This is an optimization exercise on Yosys and OpenROAD, whose aim is small area, a short achievable clock period and few clock cycles per item, not a production implementation.
Function was checked by simulation only, so behaviour that the tests miss may differ from the original.
Power figures rest on the tool's default switching activity, not on a simulated workload.

==> run a <==
==> flow/design.v (excerpt) <==
module cache_bank (
    input  logic                      clk,
    input  logic                      rst_n,
    input  logic                      core_req_valid,
    output logic                      core_req_ready,
    input  logic                      core_req_op,
    input  logic [LINE_ADDR_BITS-1:0] core_req_line_addr,
    input  logic [WSEL_BITS-1:0]      core_req_wsel,
    input  logic [WORD_BYTES-1:0]     core_req_byteen,
    input  logic [WORD_BITS-1:0]      core_req_data,
    input  logic [REQ_TAG_BITS-1:0]   core_req_tag,
    output logic                      core_rsp_valid,
    input  logic                      core_rsp_ready,
    output logic [WORD_BITS-1:0]      core_rsp_data,
    output logic [REQ_TAG_BITS-1:0]   core_rsp_tag,
    output logic                      mem_req_valid,
    input  logic                      mem_req_ready,
    output logic                      mem_req_op,
    output logic [LINE_ADDR_BITS-1:0] mem_req_line_addr,
    output logic [LINE_BYTES-1:0]     mem_req_byteen,
    output logic [LINE_BITS-1:0]      mem_req_data,
    input  logic                      mem_rsp_valid,
    output logic                      mem_rsp_ready,
    input  logic [LINE_BITS-1:0]      mem_rsp_data
);
clock: 6.0 ns
lec_check: 0
cap_margin: 20
cell_pad_in_sites_detail_placement: 1
cell_pad_in_sites_global_placement: 1
core_margin: 5
core_utilization: 40
cts_cluster_diameter: 80
cts_cluster_size: 20
place_density: 0.6
setup_slack_margin: 3.3
slew_margin: 20
tns_end_percent: 40
run.sh (not shown) runs the stock make flow with config.mk's settings and CLKGATE_MAP_FILE= SYNTH_SCRIPT=/design/flow/synth_recipe.tcl, a recipe that flattens the netlist after the stock synthesis.
==> run b (differences from run a) <==
CAP_MARGIN = 10   (was 20)
SLEW_MARGIN = 10   (was 20)
TNS_END_PERCENT = 0   (was 40)
==> run c (differences from run a) <==
--- a/flow/design.v
+++ b/flow/design.v
@@ -195,14 +195,16 @@
     logic [WORDS_PER_LINE-1:0] hwsel_oh_q;
     logic [NUM_SETS*WORDS_PER_LINE-1:0] hword_oh_q;    
     logic                      hmiss_q;       
     logic                      hwr_q;         
     logic [DN-1:0]           dv_q;
     logic [WORD_BITS-1:0]    wdata_q [DN];
-    logic                    rv_q;
-    logic                    r_free;
+    logic                    xv_q, rv_q;
+    logic                    x_free, r_free;
+    logic [WORD_BITS-1:0]    xdata_q;
+    logic [REQ_TAG_BITS-1:0] xtag_q;
     logic                    ready_q;
     logic accept, push, pop, convert, dpush, dpop, rsp_push;
     logic [1:0] new_kind;
     logic [WORD_BYTES-1:0] new_be;
     assign core_req_ready = ready_q;
     assign accept         = core_req_valid && ready_q;
@@ -212,15 +214,16 @@
     assign dpush      = accept && core_req_op && hit;
     assign new_kind   = core_req_op ? K_WR_HIT : (hit ? K_RD_HIT : K_RD_MISS);
     assign new_be     = core_req_op ? core_req_byteen : core_req_tag;
     logic head_rd_hit;
     assign head_rd_hit = qv_q[0] && (qkind_q[0] == K_RD_HIT);
     assign r_free      = !rv_q || core_rsp_ready;
+    assign x_free      = !xv_q || r_free;
     assign mem_rsp_ready = hmiss_q;
-    assign rsp_push      = r_free && (head_rd_hit || (hmiss_q && mem_rsp_valid));
-    assign convert       = hmiss_q && mem_rsp_valid && !r_free;
+    assign rsp_push      = x_free && (head_rd_hit || (hmiss_q && mem_rsp_valid));
+    assign convert       = hmiss_q && mem_rsp_valid && !x_free;
     assign pop           = hwr_q || rsp_push;
     assign dpop          = hwr_q;
     assign store_set_oh  = hset_oh_q;
     assign store_word_oh = hword_oh_q;
     assign data_fill     = hmiss_q && mem_rsp_valid;
     assign data_fill_sel = hmiss_q;
@@ -233,21 +236,27 @@
         for (int w = 0; w < WORDS_PER_LINE; w++) begin
             fill_word |= mem_rsp_data[w*WORD_BITS +: WORD_BITS] & {WORD_BITS{hwsel_oh_q[w]}};
         end
     end
     always_ff @(posedge clk or negedge rst_n) begin
         if (!rst_n) begin
+            xv_q <= 1'b0;
             rv_q <= 1'b0;
-        end else if (r_free) begin
-            rv_q <= rsp_push;
+        end else begin
+            if (x_free) xv_q <= rsp_push;
+            if (r_free) rv_q <= xv_q;
         end
     end
     always_ff @(posedge clk) begin
+        if (x_free) begin
+            xdata_q <= hmiss_q ? fill_word : read_word;
+            xtag_q  <= qbe_q[0];
+        end
         if (r_free) begin
-            core_rsp_data <= hmiss_q ? fill_word : read_word;
-            core_rsp_tag  <= qbe_q[0];
+            core_rsp_data <= xdata_q;
+            core_rsp_tag  <= xtag_q;
         end
     end
     assign core_rsp_valid = rv_q;
     logic [QN-1:0] qv_shift, qv_next;
     logic [QN-1:0] put;
     logic [1:0]    kind0_next;
CTS_CLUSTER_DIAMETER = unset   (was 80)
CTS_CLUSTER_SIZE = unset   (was 20)
TNS_END_PERCENT = 10   (was 40)
==> summary.txt <==
* Status: finished clean
* Top cells by area, synth: edfxtp_1, a22oi_1, nand2_1
* Antenna violations before repair at 36
* First-pass GRT wire length at 612 mm
* Share of the synthesized area in the top cell type at 0.777
* Crit path max fanout at 7
(the above is from run a)
==> summary.txt <==
* Met3 wire length at 73.8 mm
* Top cells by area, synth: edfxtp_1, a22oi_1, nand2_1
* Status: finished clean
* Hold slack at 0.369 ns
* Crit path max fanout at 16
* Design internal power at 42700 uW
* Antenna violations before repair at 41
* Share of the synthesized area in the top cell type at 0.778
* Worst R2R End: u_data.lines_q[3][49]
(the above is from run c)
==> summary.txt <==
* Top cells by area, synth: edfxtp_1, a22oi_1, nand2_1
* First-pass GRT wire length at 598 mm
* Crit path max fanout at 23
* Antenna violations before repair at 34
* Share of the synthesized area in the top cell type at 0.777
* Clock Sinks at 2634
* Status: finished clean
(the above is from run b)
Testbench counts of run a, summed over its fixed seeds: cycles 24,098, requests 24,000.
Testbench counts of run b, summed over its fixed seeds: cycles 24,098, requests 24,000.
Testbench counts of run c, summed over its fixed seeds: cycles 24,106, requests 24,000.

static timing again, ports no longer ideal:
No port has a modelled driver above. Below, the same layouts with a new extraction and two added sets of constraints. Step 1, drivers: a clkbuf_16 drives clk and a buf_2 each remaining input, both assumed. Step 2 times the ports against the registers' clock, not the clock port: input delays grow and output delays shrink by t, the midpoint of the rising clock arrivals with the driver on. Slacks: ideal ports / drivers / drivers and shift; pairs: ideal ports / drivers.
| run | t, ns | slack for setup (ns) | pins driven straight from the clock port |
|---|---|---|---|
| run a | 0.939 | 2.951 / 2.890 / 1.951 | 1 |
| run b | 0.961 | 2.598 / 2.598 / 1.843 | 1 |
| run c | 1.052 | 2.880 / 2.880 / 1.921 | 1 |
After both steps setup and hold are still met in every run listed. For run a, which loses most, drivers alone change the setup slack by -0.061 ns; drivers and shift together by -1.000 ns.
